Context: an optimization exercise on an open-source flow, tuned for a short achievable clock period and few clock cycles. The choices shown serve that exercise and are no tape-out recipe.
Only simulation tests tie the RTL to the original design; equivalence was not proved.
Power figures rest on the tool's default switching activity, not on a simulated workload.

**design/flow/design.v**
```verilog
package mipsPipePkg;
    typedef enum logic [5:0] {
        opRtype = 6'b000000,
        opBeq   = 6'b000100,
        opAddi  = 6'b001000,
        opLw    = 6'b100011,
        opSw    = 6'b101011
    } opcodeT;
    typedef enum logic [5:0] {
        fnAdd = 6'b100000,
        fnSub = 6'b100010,
        fnAnd = 6'b100100,
        fnOr  = 6'b100101,
        fnSlt = 6'b101010
    } functT;
    typedef enum logic [2:0] {
        aluAnd = 3'b000,
        aluOr  = 3'b001,
        aluAdd = 3'b010,
        aluSub = 3'b110,
        aluSlt = 3'b111
    } aluCtrlT;
    typedef enum logic [1:0] {
        fromRegFile   = 2'b00,
        fromWriteback = 2'b01,
        fromMemory    = 2'b10
    } forwardSelT;
endpackage
`timescale 1ns/1ps
module regFile (
    input  logic                         clk,
    input  logic                         writeEnable,
    input  logic [5-1:0]   readAddr1,
    input  logic [5-1:0]   readAddr2,
    input  logic [5-1:0]   writeAddr,
    input  logic [32-1:0]       writeData,
    output logic [32-1:0]       readData1,
    output logic [32-1:0]       readData2
);
    logic [32-1:0] regs [1:2**(5)-1];
    always_ff @(posedge clk) begin
        if (writeEnable && writeAddr != '0) begin
            regs[writeAddr] <= writeData;
        end
    end
    assign readData1 = (readAddr1 == '0) ? '0 : regs[readAddr1];
    assign readData2 = (readAddr2 == '0) ? '0 : regs[readAddr2];
endmodule
`timescale 1ns/1ps
module dataMem (
    input  logic                     clk,
    input  logic                     writeEnable,
    input  logic [$clog2(64)-1:0] wordIndex,
    input  logic [32-1:0]   writeData,
    output logic [32-1:0]   readData
);
    logic [32-1:0] mem [64];
    assign readData = mem[wordIndex];
    always_ff @(posedge clk) begin
        if (writeEnable) begin
            mem[wordIndex] <= writeData;
        end
    end
endmodule
`timescale 1ns/1ps
module mipsPipe (
    input  logic                     clk,
    input  logic                     reset,
    input  logic [32-1:0]   instrF,
    output logic [32-1:0]   pcF,
    output logic                     memWrite,
    output logic [32-1:0]   dataAdr,
    output logic [32-1:0]   writeData
);
    localparam int DW = 32;
    localparam int RW = 5;
    logic [DW-3:0] pcW;           
    logic [DW-3:0] pcPlus1F, targetF;
    logic [5:0]    opF, fnF;
    logic [RW-1:0] rsF, rtF, rdF, dstF;
    logic [15:0]   immF;
    logic          isRF, isAddiF, isLwF, isSwF, isBeqF;
    logic          useAF, useBF, wrF, predF, stallF;
    logic [DW-1:0] rd1F, rd2F;
    logic          wrE, ldE, stE, brE, predE;
    logic [RW-1:0] dstE;
    logic          selAME, selAWE, selBME, selBWE, immSelE;
    logic          opAddE, opSubE, opAndE, opOrE, opSltE;
    logic [DW-1:0] rd1E, rd2E, immE;
    logic [DW-3:0] altE;
    logic          mispE;
    logic          wrM, ldM, stM;
    logic [RW-1:0] dstM;
    logic [DW-1:0] aluOutM, writeDataM, readDataM, resultM, resultW;
    assign pcF = {pcW, 2'b00};
    assign opF  = instrF[31:26];
    assign rsF  = instrF[25:21];
    assign rtF  = instrF[20:16];
    assign rdF  = instrF[15:11];
    assign fnF  = instrF[5:0];
    assign immF = instrF[15:0];
    assign isRF    = (opF == 6'b000000);
    assign isAddiF = (opF == 6'b001000);
    assign isLwF   = (opF == 6'b100011);
    assign isSwF   = (opF == 6'b101011);
    assign isBeqF  = (opF == 6'b000100);
    assign dstF  = isRF ? rdF : rtF;
    assign wrF   = (isRF | isAddiF | isLwF) && (dstF != '0);
    assign useAF = isRF | isAddiF | isLwF | isSwF | isBeqF;
    assign useBF = isRF | isSwF | isBeqF;
    assign stallF = ldE && ((useAF && rsF == dstE) || (useBF && rtF == dstE));
    assign predF    = isBeqF && (rsF == rtF || immF[15]);
    assign pcPlus1F = pcW + 1'b1;
    assign targetF  = pcPlus1F + {{(DW-18){immF[15]}}, immF};
    always_ff @(posedge clk or posedge reset) begin
        if (reset) begin
            pcW <= '0;
        end else if (mispE) begin
            pcW <= altE;
        end else if (!stallF) begin
            pcW <= predF ? targetF : pcPlus1F;
        end
    end
    regFile regFileInst (
        .clk         (clk),
        .writeEnable (wrM),
        .readAddr1   (rsF),
        .readAddr2   (rtF),
        .writeAddr   (dstM),
        .writeData   (resultM),
        .readData1   (rd1F),
        .readData2   (rd2F)
    );
    logic issueF;
    assign issueF = !mispE && !stallF;
    always_ff @(posedge clk or posedge reset) begin
        if (reset) begin
            wrE  <= 1'b0;
            ldE  <= 1'b0;
            stE  <= 1'b0;
            brE  <= 1'b0;
        end else begin
            wrE  <= issueF & wrF;
            ldE  <= issueF & wrF & isLwF;
            stE  <= issueF & isSwF;
            brE  <= issueF & isBeqF;
        end
    end
    always_ff @(posedge clk) begin
        predE   <= predF;
        dstE    <= dstF;
        altE    <= predF ? pcPlus1F : targetF;
        selAME  <= wrE && dstE == rsF;
        selAWE  <= !(wrE && dstE == rsF) && wrM && dstM == rsF;
        selBME  <= wrE && dstE == rtF;
        selBWE  <= !(wrE && dstE == rtF) && wrM && dstM == rtF;
        immSelE <= !isRF;
        opSubE  <= isRF && fnF == 6'b100010;
        opAndE  <= isRF && fnF == 6'b100100;
        opOrE   <= isRF && fnF == 6'b100101;
        opSltE  <= isRF && fnF == 6'b101010;
        opAddE  <= !(isRF && (fnF == 6'b100010 || fnF == 6'b100100 ||
                              fnF == 6'b100101 || fnF == 6'b101010));
        rd1E    <= rd1F;
        rd2E    <= rd2F;
        immE    <= {{(DW-16){immF[15]}}, immF};
    end
    logic [DW-1:0] srcAE, fwdBE, srcBE, sumE, diffE, aluOutE;
    logic          borrowE, eqE;
    always_comb begin
        srcAE = selAME ? aluOutM : selAWE ? resultW : rd1E;
        fwdBE = selBME ? aluOutM : selBWE ? resultW : rd2E;
    end
    assign srcBE = immSelE ? immE : fwdBE;
    assign sumE  = srcAE + srcBE;
    assign {borrowE, diffE} = {1'b0, srcAE} - {1'b0, srcBE};
    assign eqE   = (srcAE == fwdBE);
    always_comb begin
        aluOutE = ({DW{opAddE}} & sumE)
                | ({DW{opSubE}} & diffE)
                | ({DW{opAndE}} & (srcAE & srcBE))
                | ({DW{opOrE}}  & (srcAE | srcBE))
                | ({DW{opSltE}} & {{(DW-1){1'b0}}, borrowE});
    end
    assign mispE = brE && (eqE != predE);
    always_ff @(posedge clk or posedge reset) begin
        if (reset) begin
            wrM <= 1'b0;
            ldM <= 1'b0;
            stM <= 1'b0;
        end else begin
            wrM <= wrE;
            ldM <= ldE;
            stM <= stE;
        end
    end
    always_ff @(posedge clk) begin
        dstM       <= dstE;
        aluOutM    <= aluOutE;
        writeDataM <= fwdBE;
    end
    assign memWrite  = stM;
    assign dataAdr   = aluOutM;
    assign writeData = writeDataM;
    dataMem dataMemInst (
        .clk         (clk),
        .writeEnable (stM),
        .wordIndex   (aluOutM[$clog2(64)+1:2]),
        .writeData   (writeDataM),
        .readData    (readDataM)
    );
    assign resultM = ldM ? readDataM : aluOutM;
    always_ff @(posedge clk) begin
        resultW <= resultM;
    end
endmodule
```
**design/flow/run.sh**
```bash
#!/bin/bash
# synth_recipe.tcl (not shown) runs the flow's synth.tcl, then flattens the netlist and writes it again
# the make line also repeats each setting of config.mk as NAME=value (left out here)
make -C /OpenROAD-flow-scripts/flow DESIGN_CONFIG=/design/flow/config.mk WORK_HOME=/design/flow/orfs CLKGATE_MAP_FILE= SYNTH_SCRIPT=/design/flow/synth_recipe.tcl finish
```
**design/flow/config.mk**
```make
export PLATFORM = sky130hd
export DESIGN_NAME = mipsPipe
export DESIGN_NICKNAME = mipsPipe
export VERILOG_FILES = /design/flow/design.v
export SDC_FILE = /design/flow/constraint.sdc
export NUM_CORES = 4
export LEC_CHECK = 0
export ABC_CLOCK_PERIOD_IN_PS = 3000
export CAP_MARGIN = 20
export CORE_MARGIN = 2
export CORE_UTILIZATION = 40
export SETUP_SLACK_MARGIN = 5
export SLEW_MARGIN = 20
export TNS_END_PERCENT = 100
```
**design/flow/constraint.sdc**
```tcl
create_clock -name core_clock -period 8.0 [get_ports {clk}]
set_input_delay 1.6000 -clock core_clock [delete_from_list [all_inputs] [get_ports {clk}]]
set_output_delay 1.6000 -clock core_clock [all_outputs]
set_load 0.01 [all_outputs]
```
==> results.cfg, run 1 <==
[status]
outcome = no timing/DRC/antenna violations

[final_layout]
final_area_mm2 = 0.177
final_common_cell = edfxtp_1
utilization = 0.525
nets = 9398
fillCellCount = 26100
syn_to_final_growth_pct = 30.5
layout-drive-gt1-share = 0.367
seq_area_mm2 = 0.0970
final_cell_mix = edfxtp_1 (3040), a22oi_1 (636), buf_4 (549)
multiInputGateArea_mm2 = 0.0439

[die]
fp.dieH_um = 586
dieWidth_um = 586
fp-row-count = 213
io-pin-count = 131
die-area_mm2 = 0.344
core_region_area_mm2 = 0.337
start_util = 0.402

[drt]
drt_drc_violations_left = 0
postRouteAntennaNets = 0
wirelength_um = 565000
dr_total_vias = 93400
dr.first_iter.drc_count = 16200
avgViaCountPerCell = 6.66
wire_per_inst_um = 40.3
dr.pass1.iters = 6

[timing]
min_period_over_period = 0.503
slew_viol_final = 0
period_needed_ns = 4.03
slew_headroom = 0.113
clock_skew_ns = 0.0751
fmax_mhz = 248
rsz0062_at_grt = yes
hold_violations = 0
timing.setup.tns_ns = 0
setup_violations = 0
worst_slew_pin_slew_ns = 1.33

[global_route]
track_usage = 0.316
antenna_found_initial = 41
grt_overflow_total = 0
grt_pass1_vias = 88100
grt_max_degree = 100
grt_pass1_wl_um = 746000

[worst_hold_path]
hp-class = reg -> reg
hold-path-endpoint = stM$_DFF_PP0_
hp-start = stE$_DFF_PP0_
holdPathStages = 0

[synthesis]
ys.flop_type = edfxtp_1
yosysWarnings = 3
synthMuxAreaShare = 0.106
avgSynthCellArea_um2 = 16.9
synth-edff-count = 3040
ys_types = 80
synthSimpleGateAreaFrac = 0.0331
netlist_instances = 8019
synth-compound-area-share = 0.105
synth_top_family_by_area = multiplexers
synth_area_mm2 = 0.136
ys_ff_latch = 3304
synth-adder-area-share = 0.0130
yosysSeqAreaShare = 0.714
async_flop_share = 0.0112
synth_xor_area_frac = 0.00872

[clocking]
clockRootBuffer = clkbuf_16
clock_latency_ns = 0.94
cts_tree = done
cts_made_buffers = 338
path_clk_slew_ns = 0.07
cts_sinks = 3304
cts_buffer_depth = 4
cts-htree-levels = 5

[placement]
dp_hpwl_um = 266000
gp_congestion = 0.958
numPortBuffers = 128
placed_cell_area_mm2 = 0.145

[critical_path]
critical_path_buf_inv_count = 2
r2r_cells = 17
crit_required_ns = 8.77
critPathArrivalTime_ns = 4.80
cp_max_fo = 5
timing.rr.end = aluOutM[31]$_DFF_P_
cp_slowest_cell = or4_1
path_class = reg -> reg
timing.reg2reg.setup_slack_ns = 3.97
crit_path_start_kind = flop
timing.rr.start = selBWE$_DFF_P_
crit_path_end_kind = flop
crit_family = compound AO/OA/AOI/OAI gates
critPathMaxStageDelay_ns = 0.48
path_cells = buf_12, buf_16, mux2i_2, nor2_1, a21oi_2, o21a_1, ha_4, nand4_1, or4_1, or3_4, a31oi_4, nor2_4, o21a_4, o311ai_4, a221oi_2, xnor2_1, a221o_1

[power]
peakVddDrop_mv = 0.241
power_density_mw_per_mm2 = 302
p_leak_nw = 58.3

[job]
maxCapViolCount = 0
-- sequential cells by signal (all words and copies together) (netlist names), 5 cells and up --
register	flops
regFileInst.regs	992
rd1E	32
writeDataM	32
immE	16
rd2E	32
pcW	30
dstM	5
dstE	5
altE	30
dataMemInst.mem	2048
resultW	32
aluOutM	32
-- Yosys cell counts, types with 28 or more instances --
library cell | count | area [um2]
clkbuf_1 | 380 | 1430
buf_2 | 50 | 250
nand3_1 | 55 | 275
mux4_2 | 512 | 11500
mux2_2 | 66 | 743
a31oi_1 | 170 | 1060
dfrtp_1 | 37 | 926
mux2i_1 | 206 | 2060
buf_1 | 118 | 443
a21oi_1 | 276 | 1380
o21a_1 | 50 | 375
nor2b_1 | 28 | 175
xor2_1 | 52 | 455
a22oi_1 | 673 | 5050
dfxtp_1 | 227 | 4540
a22o_1 | 182 | 1590
nor2_1 | 349 | 1310
xnor2_1 | 83 | 727
a221oi_1 | 242 | 2120
o21ai_0 | 170 | 851
o221ai_1 | 37 | 324
edfxtp_1 | 3040 | 91300
nor4_1 | 32 | 200
nand2_1 | 230 | 863
nor3_1 | 66 | 330
nand4_1 | 113 | 707
inv_1 | 157 | 589
ha_1 | 138 | 1730
-- metal layers --
layer  vias up  GRT usage  share of wire
met5         -          0        0.00064
met2      7704      0.469           0.43
met1     48200      0.406           0.35
met4        32      0.171          0.067
li1      35700          -              -
met3      1679      0.112           0.15
-- power by group --
group	internal, mW	switching (mW)	total (mW)	leakage, nW
sequential	20.0	0.471	20.5	29.6
clock	9.14	6.75	15.9	5.32
combinational	7.03	10.1	17.1	23.4
total	36.2	17.3	53.5	58.3
-- metrics by stage --
stage / instances / setup slack [ns] / total power [mW] / hold slack, ns
6_report: 14000 / 3.97 / 53.5 / 0.353
5_1_grt: 14000 / 3.90 / 54.3 / 0.368
4_1_cts: 13800 / 4.05 / 51.2 / 0.357
3_5_place_dp: 12400 / 3.08 / 29.6 / 0.345
3_3_place_gp: 12400 / 3.01 / 29.4 / 0.346
2_1_floorplan: 8020 / 4.18 / 25.6 / 0.331
-- cell type report --
cell class,instances,share of cell area
Sequential cell,3304,0.548
Inverter,160,0.00346
Tap cell,4515,0.0319
Clock buffer,449,0.0526
Antenna cell,19,0.000269
Multi-Input combinational cell,4040,0.248
Clock inverter,153,0.00870
Timing Repair Buffer,1380,0.107
-- cells by family (layout without fill, tap and decap cells) --
logic type | after synthesis | count (layout)
buffers and inverters | 713 | 2142
flip-flops | 3304 | 3304
AO/OA/AOI/OAI | 1977 | 2010
multiplexers | 784 | 784
XOR/XNOR | 135 | 135
AND/OR/NAND/NOR | 965 | 969
other | 1 | 21
adder cells (fa/ha/maj) | 140 | 140
-- how the worst max path moves through the flow --
stage                              start  slack [ns]  depth (start not counted)                   to
final                     selBWE$_DFF_P_        3.97                         17  aluOutM[31]$_DFF_P_
after global routing      selBWE$_DFF_P_        3.90                         22  aluOutM[29]$_DFF_P_
after CTS                 selBWE$_DFF_P_        4.05                         18  aluOutM[28]$_DFF_P_
after detailed placement      instrF[15]        3.08                         13  pcW[27]$_DFFE_PP0P_
after global placement        instrF[15]        3.01                         13  pcW[27]$_DFFE_PP0P_
after floorplan                instrF[0]        4.18                         12  pcW[12]$_DFFE_PP0P_
-- repair_timing --
item | 4_1_cts | 5_1_grt
pin swaps | 365 | 288
hold buffers | 0 | 0
cloned | 168 | 31
endpoints found under the hold margin | 0 | 0
gates resized for setup | 1880 | 491
setup endpoints to repair | 3485 | 1976
buffers inserted | 621 | 204
Testbench counts, summed over its fixed seeds: cycles 62,712.
==> run 2, diff against run 1 <==
--- a/design/flow/design.v
+++ b/design/flow/design.v
@@ -50,5 +50,5 @@
 module dataMem (
     input  logic                     clk,
-    input  logic                     writeEnable,
+    input  logic [64-1:0]  writeEnable,    
     input  logic [$clog2(64)-1:0] wordIndex,
     input  logic [32-1:0]   writeData,
@@ -58,8 +58,40 @@
     assign readData = mem[wordIndex];
     always_ff @(posedge clk) begin
-        if (writeEnable) begin
-            mem[wordIndex] <= writeData;
-        end
-    end
+        for (int k = 0; k < 64; k++) begin
+            if (writeEnable[k]) begin
+                mem[k] <= writeData;
+            end
+        end
+    end
+endmodule
+`timescale 1ns/1ps
+module fastAdd #(
+    parameter int W = 32
+) (
+    input  logic [W-1:0] a,
+    input  logic [W-1:0] b,
+    input  logic [W-1:0] aC,
+    input  logic [W-1:0] bC,
+    input  logic         cin,
+    output logic [W-1:0] sum,
+    output logic         cout
+);
+    localparam int L = $clog2(W);
+    logic [L:0][W-1:0] g, p;
+    assign g[0] = (aC & bC) | {{(W-1){1'b0}}, (aC[0] | bC[0]) & cin};
+    assign p[0] = aC | bC;
+    for (genvar l = 1; l <= L; l++) begin : gLevel
+        for (genvar i = 0; i < W; i++) begin : gBit
+            if (i >= (1 << (l - 1))) begin : gCombine
+                assign g[l][i] = g[l-1][i] | (p[l-1][i] & g[l-1][i - (1 << (l - 1))]);
+                assign p[l][i] = p[l-1][i] & p[l-1][i - (1 << (l - 1))];
+            end else begin : gPass
+                assign g[l][i] = g[l-1][i];
+                assign p[l][i] = p[l-1][i];
+            end
+        end
+    end
+    assign sum  = a ^ b ^ {g[L][W-2:0], cin};
+    assign cout = g[L][W-1];
 endmodule
 `timescale 1ns/1ps
@@ -75,5 +107,7 @@
     localparam int DW = 32;
     localparam int RW = 5;
+    localparam int IW = $clog2(64);
     logic [DW-3:0] pcW;           
+    logic [DW-3:0] pcCopyW;
     logic [DW-3:0] pcPlus1F, targetF;
     logic [5:0]    opF, fnF;
@@ -85,5 +119,5 @@
     logic          wrE, ldE, stE, brE, predE;
     logic [RW-1:0] dstE;
-    logic          selAME, selAWE, selBME, selBWE, immSelE;
+    logic          selAME, selAWE, selARE, selBME, selBWE, selBRE, immSelE;
     logic          opAddE, opSubE, opAndE, opOrE, opSltE;
     logic [DW-1:0] rd1E, rd2E, immE;
@@ -112,5 +146,13 @@
     assign predF    = isBeqF && (rsF == rtF || immF[15]);
     assign pcPlus1F = pcW + 1'b1;
-    assign targetF  = pcPlus1F + {{(DW-18){immF[15]}}, immF};
+    fastAdd #(.W(DW-2)) targetAdd (
+        .a    (pcW),
+        .b    ({{(DW-18){immF[15]}}, immF}),
+        .aC   (pcCopyW),
+        .bC   ({{(DW-18){immF[15]}}, immF}),
+        .cin  (1'b1),
+        .sum  (targetF),
+        .cout ()
+    );
     always_ff @(posedge clk or posedge reset) begin
         if (reset) begin
@@ -120,4 +162,13 @@
         end else if (!stallF) begin
             pcW <= predF ? targetF : pcPlus1F;
+        end
+    end
+    always_ff @(posedge clk) begin
+        if (reset) begin
+            pcCopyW <= '0;
+        end else if (mispE) begin
+            pcCopyW <= altE;
+        end else if (!stallF) begin
+            pcCopyW <= predF ? targetF : pcPlus1F;
         end
     end
@@ -155,4 +206,6 @@
         selBME  <= wrE && dstE == rtF;
         selBWE  <= !(wrE && dstE == rtF) && wrM && dstM == rtF;
+        selARE  <= !(wrE && dstE == rsF) && !(wrM && dstM == rsF);
+        selBRE  <= !(wrE && dstE == rtF) && !(wrM && dstM == rtF);
         immSelE <= !isRF;
         opSubE  <= isRF && fnF == 6'b100010;
@@ -166,21 +219,54 @@
         immE    <= {{(DW-16){immF[15]}}, immF};
     end
-    logic [DW-1:0] srcAE, fwdBE, srcBE, sumE, diffE, aluOutE;
-    logic          borrowE, eqE;
+    logic [DW-1:0] srcAE, fwdBE, srcBE, srcACE, fwdBCE, srcBCE;
+    logic [DW-1:0] sumE, diffE, aluOutE;
+    logic          borrowE, carryE, eqE;
     always_comb begin
-        srcAE = selAME ? aluOutM : selAWE ? resultW : rd1E;
-        fwdBE = selBME ? aluOutM : selBWE ? resultW : rd2E;
-    end
-    assign srcBE = immSelE ? immE : fwdBE;
-    assign sumE  = srcAE + srcBE;
-    assign {borrowE, diffE} = {1'b0, srcAE} - {1'b0, srcBE};
-    assign eqE   = (srcAE == fwdBE);
+        srcAE  = selAME ? aluOutM : selAWE ? resultW : rd1E;
+        fwdBE  = selBME ? aluOutM : selBWE ? resultW : rd2E;
+        srcACE = ({DW{selAME}} & aluOutM) | ({DW{selAWE}} & resultW) | ({DW{selARE}} & rd1E);
+        fwdBCE = ({DW{selBME}} & aluOutM) | ({DW{selBWE}} & resultW) | ({DW{selBRE}} & rd2E);
+    end
+    assign srcBE  = immSelE ? immE : fwdBE;
+    assign srcBCE = ({DW{immSelE}} & immE) | ({DW{!immSelE}} & fwdBCE);
+    assign eqE    = (srcAE == fwdBE);
+    fastAdd #(.W(DW)) sumAdd (
+        .a    (srcAE),
+        .b    (srcBE),
+        .aC   (srcACE),
+        .bC   (srcBCE),
+        .cin  (1'b0),
+        .sum  (sumE),
+        .cout ()
+    );
+    fastAdd #(.W(DW)) diffAdd (
+        .a    (srcAE),
+        .b    (~fwdBE),
+        .aC   (srcACE),
+        .bC   (~fwdBCE),
+        .cin  (1'b1),
+        .sum  (diffE),
+        .cout (carryE)
+    );
+    assign borrowE = ~carryE;    
     always_comb begin
         aluOutE = ({DW{opAddE}} & sumE)
                 | ({DW{opSubE}} & diffE)
-                | ({DW{opAndE}} & (srcAE & srcBE))
-                | ({DW{opOrE}}  & (srcAE | srcBE))
+                | ({DW{opAndE}} & (srcACE & srcBCE))
+                | ({DW{opOrE}}  & (srcACE | srcBCE))
                 | ({DW{opSltE}} & {{(DW-1){1'b0}}, borrowE});
     end
+    logic [7:0] addrLowE;
+    logic [IW-1:0] idxM;
+    logic [64-1:0] weM;
+    fastAdd #(.W(8)) addrAdd (
+        .a    (srcAE[7:0]),
+        .b    (srcBE[7:0]),
+        .aC   (srcACE[7:0]),
+        .bC   (srcBCE[7:0]),
+        .cin  (1'b0),
+        .sum  (addrLowE),
+        .cout ()
+    );
     assign mispE = brE && (eqE != predE);
     always_ff @(posedge clk or posedge reset) begin
@@ -199,4 +285,8 @@
         aluOutM    <= aluOutE;
         writeDataM <= fwdBE;
+        idxM       <= addrLowE[IW+1:2];
+        for (int k = 0; k < 64; k++) begin
+            weM[k] <= stE && addrLowE[IW+1:2] == k[IW-1:0];
+        end
     end
     assign memWrite  = stM;
@@ -205,6 +295,6 @@
     dataMem dataMemInst (
         .clk         (clk),
-        .writeEnable (stM),
-        .wordIndex   (aluOutM[$clog2(64)+1:2]),
+        .writeEnable (weM & {64{stM}}),
+        .wordIndex   (idxM),
         .writeData   (writeDataM),
         .readData    (readDataM)
==> run 2 against run 1 <==
- still clean
- combinational power is 22% lower
- flip-flop and latch count grew 101
- clock-buffer cell count increased by 12
- setup slack worse by 0.029 ns
- hold slack improved by 0.031 ns
- register-to-register slack got worse by 0.03 ns
- largest cell class unchanged
- largest power group unchanged
==> results.cfg, run 2 <==
[power]
peakVddDrop_mv = 0.283
seq_power_share = 0.417
clock_power_share = 0.320
swShare = 0.306
p_leak_nw = 61.1
intPower_mw = 35.1
pwr-share-comb = 0.263
totalPowerFinal_mw = 50.6
power_density_mw_per_mm2 = 279
p_switching_mw = 15.5

[timing]
worst_slew_pin_slew_ns = 1.42
fin_ws_ns = 3.95
hold_ws_ns = 0.384
slew_headroom = 0.0566
rsz0062_at_grt = yes
setup_violations = 0
period_needed_ns = 4.05
hold_violations = 0
fmax_mhz = 247
timing.setup.tns_ns = 0
clock_skew_ns = 0.105
min_period_over_period = 0.507
slew_viol_final = 0

[drt]
dr.pass1.iters = 10
postRouteAntennaNets = 0
dr.first_iter.drc_count = 20200
drt_drc_violations_left = 0
wirelength_um = 660000
dr_total_vias = 103000
avgViaCountPerCell = 7.08
wire_per_inst_um = 45.3

[global_route]
antenna_found_initial = 54
track_usage = 0.363
grt_max_degree = 65
grt_pass1_wl_um = 854000
grt_pass1_vias = 95100
grt_overflow_total = 0

[die]
core_region_area_mm2 = 0.344
fp-row-count = 215
io-pin-count = 131
dieWidth_um = 592
fp.dieH_um = 592
die-area_mm2 = 0.350
start_util = 0.402

[final_layout]
syn_to_final_growth_pct = 31.2
final_common_cell = edfxtp_1
largest_reg_flops = 2048
fillCellCount = 26600
regMostFlops = dataMemInst.mem
nets = 9711
final_cell_mix = edfxtp_1 (3040), buf_4 (659), mux4_2 (424)
reg_top3 = dataMemInst.mem x2048, regFileInst.regs x992, weM x64
layout-drive-gt1-share = 0.366

[synthesis]
netlist_instances = 8308
synth_area_mm2 = 0.138
ys_types = 91
yosysMostFrequentCell = edfxtp_1
synth-edff-count = 3040
async_flop_share = 0.0109
synth_top_area_frac = 0.661
synth.area.top_cells = edfxtp_1 (66%), mux4_2 (6.9%), dfxtp_1 (4.8%)
yosysWarnings = 4
synth_commonest_cells = edfxtp_1 (3040), a221oi_1 (477), mux4_2 (424), clkbuf_1 (419), nor2_1 (367)
ys.flop_type = edfxtp_1
yosysSeqAreaShare = 0.715
synth_top_area_cell = edfxtp_1
avgSynthCellArea_um2 = 16.6
ys_ff_latch = 3405

[status]
outcome = no timing/DRC/antenna violations

[placement]
gp_congestion = 0.944
dp_hpwl_um = 304000
dp_slack_ns = 2.72
numPortBuffers = 128

[clocking]
cts_hold_buf = 0
cts_sinks = 3405
cts_buffer_depth = 4
path_clk_slew_ns = 0.06
cts_tree = done
cts-htree-levels = 5
clockRootBuffer = clkbuf_16
clock_latency_ns = 1.04
cts_made_buffers = 349

[critical_path]
crit_path_end_kind = flop
cp_max_fo = 7
path_class = reg -> reg
crit_required_ns = 8.72
critPathArrivalTime_ns = 4.77
crit_path_start_kind = flop

[job]
maxCapViolCount = 0

[worst_hold_path]
hp-class = reg -> reg
==> run 2: repair_timing <==
action | CTS | global route
gates cloned | 180 | 26
buffers inserted | 716 | 177
endpoints found under the setup margin | 1429 | 1359
gates resized for setup | 1924 | 452
pin swaps | 374 | 236
==> run 2: final timing paths <==
| path | from | end | slack, ns | cells past startpoint |
|---|---|---|---|---|
| max in group asynchronous | reset | ldM$_DFF_PP0_ | 5.79 | 4 |
| worst max register to register | idxM[5]$_DFF_P_ | regFileInst.regs[1][17]$_DFFE_PP_ | 3.95 | 19 |
| worst min-delay path | dstE[3]$_DFF_P_ | dstM[3]$_DFF_P_ | 0.38 | 0 |
| worst min register to register | dstE[3]$_DFF_P_ | dstM[3]$_DFF_P_ | 0.38 | 0 |
| worst max-delay path | idxM[5]$_DFF_P_ | regFileInst.regs[1][17]$_DFFE_PP_ | 3.95 | 19 |
| min in group asynchronous | reset | pcW[4]$_DFFE_PP0P_ | 1.31 | 3 |
==> run 2: per-stage QoR <==
step                utilization  std cells  area, um2
floorplan                     -       8309     141000
global placement          0.432      12800     148000
CTS                       0.515      14300     177000
detailed placement        0.432      12800     148000
finish                    0.528      14600     181000
global route              0.528      14500     181000
==> run 2: cell type report <==
| type | count | area [um2] | share of cell area |
|---|---|---|---|
| clock inverter | 183 | 1420 | 0.00780 |
| multi-input combinational | 4318 | 43900 | 0.242 |
| sequential | 3405 | 99100 | 0.546 |
| timing repair buffer | 1555 | 21400 | 0.118 |
| tap | 4557 | 5700 | 0.0314 |
| clock buffer | 461 | 9560 | 0.0527 |
| antenna | 42 | 105 | 0.000580 |
| inverter | 47 | 205 | 0.00113 |
==> run 2: kinds of logic (layout without fill, tap and decap cells) <==
group	after synthesis	in the layout	synth area share
DFF	3405	3405	0.715
AOI/OAI and AO/OA	1943	1958	0.108
and+or+nand+nor	1287	1291	0.0454
muxes	797	797	0.0972
buffers and inverters	605	2246	0.0171
xor gates and xnor gates	229	229	0.0145
adders and majority gates	41	41	0.00301
other	1	44	0.0000271
==> run 2: critical path, stage by stage (launching register included) <==
cell and delay [ns]:
dfxtp_4 0.40, nand2b_4 0.18, buf_12 0.11, buf_8 0.11
buf_12 0.10, buf_12 0.10, nor2_4 0.04, buf_6 0.14
buf_6 0.12, buf_6 0.10, buf_6 0.12, buf_12 0.15
buf_12 0.15, buf_6 0.12, a22oi_2 0.15, nand4_1 0.54
nor4_4 0.43, buf_6 0.26, a31oi_4 0.16, clkbuf_16 0.26
==> run 2: power by group through the flow <==
stage | registers (mW) | logic (mW) | clock network [mW]
final | 21.1 | 13.3 | 16.2
after global routing | 21.1 | 13.4 | 16.8
after CTS | 21.0 | 11.8 | 16.0
after detailed placement | 21.5 | 6.68 | 0
after global placement | 21.4 | 6.60 | 0
after floorplan | 21.4 | 3.13 | 0
==> run 2: metal layers <==
metal  up-vias  part of all wire  global-route usage
met4        62             0.090               0.249
met1     52000              0.32               0.436
met3      3044              0.17               0.157
met5         -            0.0023              0.0170
li1      37400                 -                   -
met2     10700              0.42               0.527
Testbench counts of run 2, summed over its fixed seeds: cycles 62,712.

static timing again, ports no longer ideal:
The results above use ideal ports. As a check the final layouts listed here were re-extracted and re-timed, cells and wires unchanged. Step 1: set_driving_cell puts a clkbuf_16 on clk and a buf_2 on each other input, an assumption about the parent block. Step 2 moves the port delays by t, midway between the first and last clock arrival at a register: inputs arrive t later, outputs are due t later. That takes back most of the time a late clock gives input paths. Three values: ideal ports, drivers, drivers and shift; two values: the first two.
run	t (ns)	setup WS [ns]	worst setup path at the end	slew at the worst register clock pin (ns)	pins driven straight from the clock port
run 1	1.008	3.975 / 3.975 / 3.363	input to register	0.07 / 0.07	1
run 2	1.101	3.946 / 3.946 / 3.383	input to register	0.08 / 0.08	1
After both steps every run listed still meets setup and hold. For run 1, which loses most, drivers alone change the setup slack by 0.000 ns; drivers and shift together by -0.612 ns.
